Background: an optimization exercise with open tools, aiming at small area. Do not read the settings as production practice. Only simulation tests tie the RTL to the original design; equivalence was not proved. Power figures rest on the tool's default switching activity, not on a simulated workload.

$ cat config.mk
export PLATFORM = sky130hd
export DESIGN_NAME = trsq_bus_fabric
export DESIGN_NICKNAME = trsq_bus_fabric
export VERILOG_FILES = /design/flow/design.v
export SDC_FILE = /design/flow/constraint.sdc
export NUM_CORES = 4
export LEC_CHECK = 0
export CAP_MARGIN = 20
export CORE_MARGIN = 2
export CORE_UTILIZATION = 40
export SETUP_SLACK_MARGIN = 0.3
export SLEW_MARGIN = 20
$ cat constraint.sdc
create_clock -name core_clock -period 6.0 [get_ports {clk}]
set_input_delay 1.2000 -clock core_clock [delete_from_list [all_inputs] [get_ports {clk}]]
set_output_delay 1.2000 -clock core_clock [all_outputs]
set_load 0.01 [all_outputs]
$ cat design.v
module trsq_bus_fabric #(
  parameter int unsigned               ADDR_W        = 8,
  parameter int unsigned               DATA_W        = 8,
  parameter int unsigned               RAM_DEPTH     = 128,
  parameter int unsigned               NUM_SLV       = 3,
  parameter int unsigned               SLV_SPAN_LOG2 = 2,
  parameter logic [NUM_SLV*ADDR_W-1:0] SLV_BASE      = {8'h90, 8'h84, 8'h80},
  parameter logic [ADDR_W-1:0]         ERR_ADDR      = 8'hFF,
  parameter int unsigned               TIMEOUT       = 15
) (
  input  logic                      clk,
  input  logic                      reset_n,
  input  logic [ADDR_W-1:0]         cpu_addr,
  input  logic [DATA_W-1:0]         cpu_wdata,
  output logic [DATA_W-1:0]         cpu_rdata,
  input  logic                      cpu_wr_en,
  input  logic                      cpu_rd_en,
  output logic                      cpu_stall,
  input  logic [DATA_W-1:0]         cpu_status,
  output logic [ADDR_W-1:0]         slv_addr,
  output logic [DATA_W-1:0]         slv_wdata,
  output logic [NUM_SLV-1:0]        slv_wr_en,
  output logic [NUM_SLV-1:0]        slv_rd_en,
  input  logic [NUM_SLV*DATA_W-1:0] slv_rdata,
  input  logic [NUM_SLV-1:0]        slv_ready,
  output logic                      bus_err_irq
);
  localparam int unsigned      RAM_AW     = (RAM_DEPTH > 1) ? $clog2(RAM_DEPTH) : 1;
  localparam logic [ADDR_W-1:0] FADDR_ADDR = ERR_ADDR - ADDR_W'(1);
  if (TIMEOUT == 0) begin : g_timeout_chk
    $error("TIMEOUT must be at least 1");
  end
  typedef enum logic [0:0] {StIdle, StWait} state_e;
  logic access, wr_acc, rd_acc;
  assign access = cpu_wr_en | cpu_rd_en;
  assign wr_acc = cpu_wr_en;
  assign rd_acc = cpu_rd_en & ~cpu_wr_en;
  logic               ram_sel, slv_any, err_sel, faddr_sel, unmapped;
  logic [NUM_SLV-1:0] slv_sel;
  always_comb begin
    ram_sel = 32'(cpu_addr) < RAM_DEPTH;
    slv_sel = '0;
    slv_any = 1'b0;
    for (int i = 0; i < int'(NUM_SLV); i++) begin
      if (!ram_sel && !slv_any &&
          ((cpu_addr >> SLV_SPAN_LOG2) ==
           (SLV_BASE[i*ADDR_W +: ADDR_W] >> SLV_SPAN_LOG2))) begin
        slv_sel[i] = 1'b1;
        slv_any    = 1'b1;
      end
    end
    err_sel   = !ram_sel && !slv_any && (cpu_addr == ERR_ADDR);
    faddr_sel = !ram_sel && !slv_any && !err_sel && (cpu_addr == FADDR_ADDR);
    unmapped  = !(ram_sel || slv_any || err_sel || faddr_sel);
  end
  logic [DATA_W-1:0] slv_rd_mux;
  logic              sel_ready, slv_access;
  always_comb begin
    slv_rd_mux = '0;
    for (int i = 0; i < int'(NUM_SLV); i++) begin
      if (slv_sel[i]) slv_rd_mux = slv_rdata[i*DATA_W +: DATA_W];
    end
  end
  assign sel_ready  = |(slv_ready & slv_sel);
  assign slv_access = access & slv_any;
  assign slv_addr  = cpu_addr;
  assign slv_wdata = cpu_wdata;
  assign slv_wr_en = slv_sel & {NUM_SLV{wr_acc}};
  assign slv_rd_en = slv_sel & {NUM_SLV{rd_acc}};
  state_e state_q;
  logic   stall_raw, abort;
  localparam int unsigned WCNT_W = ($clog2(TIMEOUT + 1) > 4) ? $clog2(TIMEOUT + 1) : 4;
  logic [WCNT_W-1:0] wcnt_q;
  always_comb begin
    stall_raw = 1'b0;
    abort     = 1'b0;
    unique case (state_q)
      StIdle: stall_raw = slv_access & ~sel_ready;
      StWait: begin
        if (slv_access && !sel_ready) begin
          if (wcnt_q == WCNT_W'(TIMEOUT)) abort = 1'b1;
          else                            stall_raw = 1'b1;
        end
      end
      default: stall_raw = 1'b0;
    endcase
  end
  assign cpu_stall = stall_raw & reset_n;
  always_ff @(posedge clk or negedge reset_n) begin
    if (!reset_n) begin
      state_q <= StIdle;
      wcnt_q  <= '0;
    end else begin
      unique case (state_q)
        StIdle: begin
          if (slv_access && !sel_ready) begin
            state_q <= StWait;
            wcnt_q  <= WCNT_W'(1);
          end
        end
        StWait: begin
          if (!slv_access || sel_ready || abort) begin
            state_q <= StIdle;
          end
          else begin
            wcnt_q <= wcnt_q + WCNT_W'(1);
          end
        end
        default: state_q <= StIdle;
      endcase
    end
  end
  logic              unm_flag_q, unm_flag_d, to_flag, irq_q;
  logic [3:0]        ecnt_q, ecnt_d;
  logic [ADDR_W-1:0] faddr_q, faddr_d;
  logic              fault_ev, err_clr;
  assign fault_ev = (access & unmapped) | abort;
  assign err_clr  = cpu_wr_en & err_sel;
  always_comb begin
    unm_flag_d = unm_flag_q & ~err_clr;
    if (access && unmapped) unm_flag_d = 1'b1;
    ecnt_d = err_clr ? 4'd0 : ecnt_q;
    if (fault_ev && (ecnt_d != 4'hF)) ecnt_d = ecnt_d + 4'd1;
    faddr_d = fault_ev ? cpu_addr : faddr_q;
  end
  always_ff @(posedge clk or negedge reset_n) begin
    if (!reset_n) begin
      unm_flag_q <= 1'b0;
      ecnt_q     <= '0;
      faddr_q    <= '0;
      irq_q      <= 1'b0;
    end else begin
      unm_flag_q <= unm_flag_d;
      ecnt_q     <= ecnt_d;
      faddr_q    <= faddr_d;
      irq_q      <= unm_flag_q | to_flag;
    end
  end
  logic to_flag_q;
  always_ff @(posedge clk or negedge reset_n) begin
    if (!reset_n) to_flag_q <= 1'b0;
    else          to_flag_q <= abort | (to_flag_q & ~err_clr);
  end
  assign to_flag = to_flag_q;
  assign bus_err_irq = irq_q;
  logic [DATA_W-1:0] mem_q [RAM_DEPTH];
  logic [RAM_AW-1:0] ram_idx;
  assign ram_idx = cpu_addr[RAM_AW-1:0];
  always_ff @(posedge clk or negedge reset_n) begin
    if (!reset_n) begin
      for (int i = 0; i < int'(RAM_DEPTH); i++) mem_q[i] <= '0;
    end else begin
      mem_q[0] <= cpu_status;
      if (wr_acc && ram_sel && (ram_idx != '0)) mem_q[ram_idx] <= cpu_wdata;
    end
  end
  always_comb begin
    cpu_rdata = '0;
    if (ram_sel)        cpu_rdata = mem_q[ram_idx];
    else if (slv_any)   cpu_rdata = abort ? '1 : slv_rd_mux;
    else if (err_sel)   cpu_rdata = DATA_W'({ecnt_q, 2'b00, to_flag, unm_flag_q});
    else if (faddr_sel) cpu_rdata = DATA_W'(faddr_q);
  end
endmodule
$ cat run.sh
#!/bin/bash
# synth_recipe.tcl (not shown) runs the flow's synth.tcl, then flattens the netlist and writes it again
# the make line also repeats each setting of config.mk as NAME=value (left out here)
make -C /OpenROAD-flow-scripts/flow DESIGN_CONFIG=/design/flow/config.mk WORK_HOME=/design/flow/orfs CLKGATE_MAP_FILE= SYNTH_SCRIPT=/design/flow/synth_recipe.tcl finish
==> key figures <==
Clock network
  – Worst-skew pair later-pin latency: 0.74 ns
  – Clock Root Buffer: clkbuf_16
  – CTS buffer count: 115
  – Clock buffer depth: 3
  – H-tree depth: 3
  – Post-cts hold buffer count: 0
  – Clock sinks: 1044
  – CTS tree: built
  – Clock Pin Slew Worst Setup and Hold Paths: 0.06 ns

Worst setup path
  – Critical setup path kind: in2out
  – Worst path max stage delay: 0.53 ns
  – Worst Path Required: 4.80 ns
  – Crit-path max FO: 16
  – Critical-path top delay cell: nor4_4
  – Critical Path Sink Type: output pin
  – Cell Chain, Critical Path: buf_2 -> buf_12 -> and3b_2 -> buf_12 -> buf_4 -> a22oi_1 -> o22ai_2 -> nor4_4 -> nand4_1 -> nor4_4 -> buf_4 -> o311ai_1 -> dlymetal6s2s_1
  – Setup crit start kind: primary input
  – Critical Path AT: 4.61 ns

Synth
  – Syn_area_per_cell: 13.05 um2
  – Post-Syn Nets: 3715
  – Yosys top cell by area: dfrtp_1
  – Post-synth EDFFs: 0
  – Yosys reg bits: 1044
  – Post-synth top area share: 0.5472
  – Post-synthesis sequential area ratio: 0.5472
  – Synthesized area: 0.04775 mm2
  – Compound-cell area share of the yosys netlist: 0.1019
  – Asr flop ratio synth: 1.000
  – Yosys cell types: 78
  – Top cells by area, synth: dfrtp_1, mux2_2, a22oi_1, a32oi_1, clkbuf_1
  – Most frequent cells after synthesis: dfrtp_1, mux2_2, a22oi_1, clkbuf_1, nand2_1
  – Dominant synthesized flop cell: dfrtp_1
  – XOR/XNOR Fraction of Synth Area: 0.0001834
  – Mux cell area share after synthesis: 0.2503
  – Post-synthesis adder-cell area fraction: 0.0005241
  – Cells after Synth: 3658
  – Main combinational cell family by area after synthesis: multiplexers
  – YS warnings: 2
  – Post-synthesis simple-gate area fraction: 0.06619
  – Most common cell in the synthesized netlist: dfrtp_1

Routing
  – DR vias: 38.72k
  – Vias/cell: 6.781
  – Drt drc: 0
  – Antenna-violating nets left: 0
  – DR iter-0 viols: 5277
  – Drt wl/cell: 43.68 um
  – Detailed Routing Iterations Pass 1: 6
  – WL final: 249400 um

Placed design
  – Pre-CTS WS: -0.8984 ns
  – Dpl cells: 5477
  – Detail Placement HPWL: 180500 um
  – Routability Congestion: 1.092
  – Number of port buffers: 86
  – Post-Place Cell Area: 0.05365 mm2

STA
  – Unrepaired setup endpoints after global routing: true
  – Clock Skew: 0.01129 ns
  – Minimum clock period after layout: 5.812 ns
  – Slew headroom: 0.1799
  – Pins Over Slew Limit: 0
  – Setup TNS: 0 ns
  – Fin. Hold Viols: 0
  – Final worst setup slack: 0.1876 ns
  – Period utilization: 0.9687
  – Highest Clock Rate: 172.0 MHz
  – Worst-margin pin slew: 1.227 ns
  – Final setup violation count: 0

Global route
  – Most used routing layer: met2
  – Met3 usage: 0.1270
  – First-pass GRT wire length: 333500 um
  – Initial antenna violation count: 14
  – Routing usage on met2: 0.5691
  – Vias in the first global route: 37.21k
  – Largest net degree at the start of global routing: 168
  – Met1 Use GR: 0.5219
  – Grt total ovfl: 0
  – GRT Util Overall: 0.4051

Die
  – # rows: 126
  – Die area: 0.1221 mm2
  – DIE HEIGHT: 349.5 um
  – Die Wd: 349.5 um
  – Initial Utilization: 0.4038
  – Core area: 0.1182 mm2
  – I/O pins: 87

Min path
  – Class of the worst hold path: in2async

Power and ir drop
  – Peak VDD IR: 0.2242 mV
  – Power per standard cell area: 281.1 mW/mm2
  – Leak: 27.56 nW

Layout
  – Fin cells: 5710
  – Area Overhead vs Synth: 22.01%
  – Layout cells sized above 1: 0.4600
  – Fin util: 0.4927
  – Final Cell Area: 0.05826 mm2
  – Final #Nets: 4131

Run
  – Max-Cap Viols: 0

Outcome
  – Run status: finished clean
final timing paths:
kind / to / startpoint / cells after the start / slack, ns
setup / recovery: cpu_rdata[5] / cpu_addr[6] / 13 / 0.19
hold / removal: mem_q[67][1]$_DFFE_PN0P_ / reset_n / 1 / 0.46
setup reg to reg: ecnt_q[0]$_DFF_PN0_ / wcnt_q[0]$_DFFE_PN0P_ / 8 / 4.10
hold reg to reg: faddr_q[7]$_DFFE_PN0P_ / faddr_q[7]$_DFFE_PN0P_ / 1 / 0.48
max in group asynchronous: mem_q[17][0]$_DFFE_PN0P_ / reset_n / 3 / 3.14
min in group core_clock: faddr_q[7]$_DFFE_PN0P_ / faddr_q[7]$_DFFE_PN0P_ / 1 / 0.48
state kept, by name, indices dropped and copies added, names as in the netlist:
register    count
irq_q           1
to_flag_q       1
faddr_q         8
ecnt_q          4
unm_flag_q      1
state_q         1
wcnt_q          4
mem_q        1024
cells by family after synthesis:
group,count (synthesis)
buffers and inverters,328
flip-flops,1044
XOR/XNOR,1
multiplexers,1063
AND/OR/NAND/NOR,584
adder cells (fa/ha/maj),2
AO/OA/AOI/OAI,636
through the flow:
stage	hold slack [ns]	total power (W)
after global placement	0.4628	0.009093
after detailed placement	0.4613	0.009118
final	0.4607	0.01638
after floorplan	0.4405	0.008288
after global routing	0.4862	0.01675
after CTS	0.4362	0.01635
area by class of cell:
class | count | area [um2]
clock buffer | 184 | 3515
multi-input combinational | 2286 | 20690
inverter | 6 | 22.52
antenna | 13 | 32.53
fill | 10480 | 59980
clock inverter | 20 | 282.8
sequential | 1044 | 26130
tap | 1536 | 1922
timing repair buffer | 621 | 5667
power by group:
group	leakage [nW]	total, W	switching [W]	internal, W
registers	14.3	0.00767	0.000281	0.00739
clock network	1.85	0.00730	0.00303	0.00426
logic	11.4	0.00141	0.000868	0.000540
routing by layer:
layer / up-vias / part of all wire / wire length (um)
met5: - / 0.00010 / 26
met1: 20340 / 0.39 / 96410
li1: 14730 / - / -
met2: 2863 / 0.41 / 101900
met3: 788 / 0.12 / 28770
met4: 4 / 0.090 / 22320
critical path, delay by kind of cell:
| family | cells | cell delay, ns |
|---|---|---|
| compound gates | 3 | 0.56 |
| simple gates | 4 | 1.74 |
| buf+inv | 6 | 1.06 |
placed cells by master, fill, tap and decap left out, drive strengths merged, types with 14 or more instances in the layout:
cell / n
clkdlybuf4s50: 62
nor2b: 18
mux2i: 24
dfrtp: 1044
a32o: 14
clkbuf: 185
a31oi: 20
a22o: 46
nand2: 173
o21ai: 22
nand4: 37
a21oi: 46
mux2: 1038
a221oi: 38
a32oi: 85
nand3: 72
nor4: 31
buf: 549
nor2: 120
or4: 15
nor3: 37
a22oi: 224
o22ai: 71
a222oi: 28
repair_timing:
item	4_1_cts	5_1_grt
pin swaps	23	22
setup endpoints to repair	8	8
setup buffers	13	1
resized for setup	89	33
cloned	2	0
endpoints found under the hold margin	0	0

## separate check: timing with driven ports
The results above use ideal ports. As a check the final layout listed here was re-extracted and re-timed, cells and wires unchanged.
Step 1 (the two cells are an assumption about what drives the block):
set clk [get_ports {clk}]
set_driving_cell -lib_cell sky130_fd_sc_hd__clkbuf_16 $clk
set_driving_cell -lib_cell sky130_fd_sc_hd__buf_2 [delete_from_list [all_inputs] $clk]
Step 2 moves the port delays by t, midway between the first and last clock arrival at a register: inputs arrive t later, outputs are due t later. That takes back most of the time a late clock gives input paths.
a / b / c = ideal / step 1 / step 2; a / b = the first two.
t, ns: 0.815
setup slack, ns: 0.188 / 0.162 / 0.162
hold slack, ns: 0.461 / 0.426 / 0.478
After both steps setup and hold are still met in this run. The setup slack of this run moves by -0.026 ns with the drivers and by -0.026 ns with both steps.
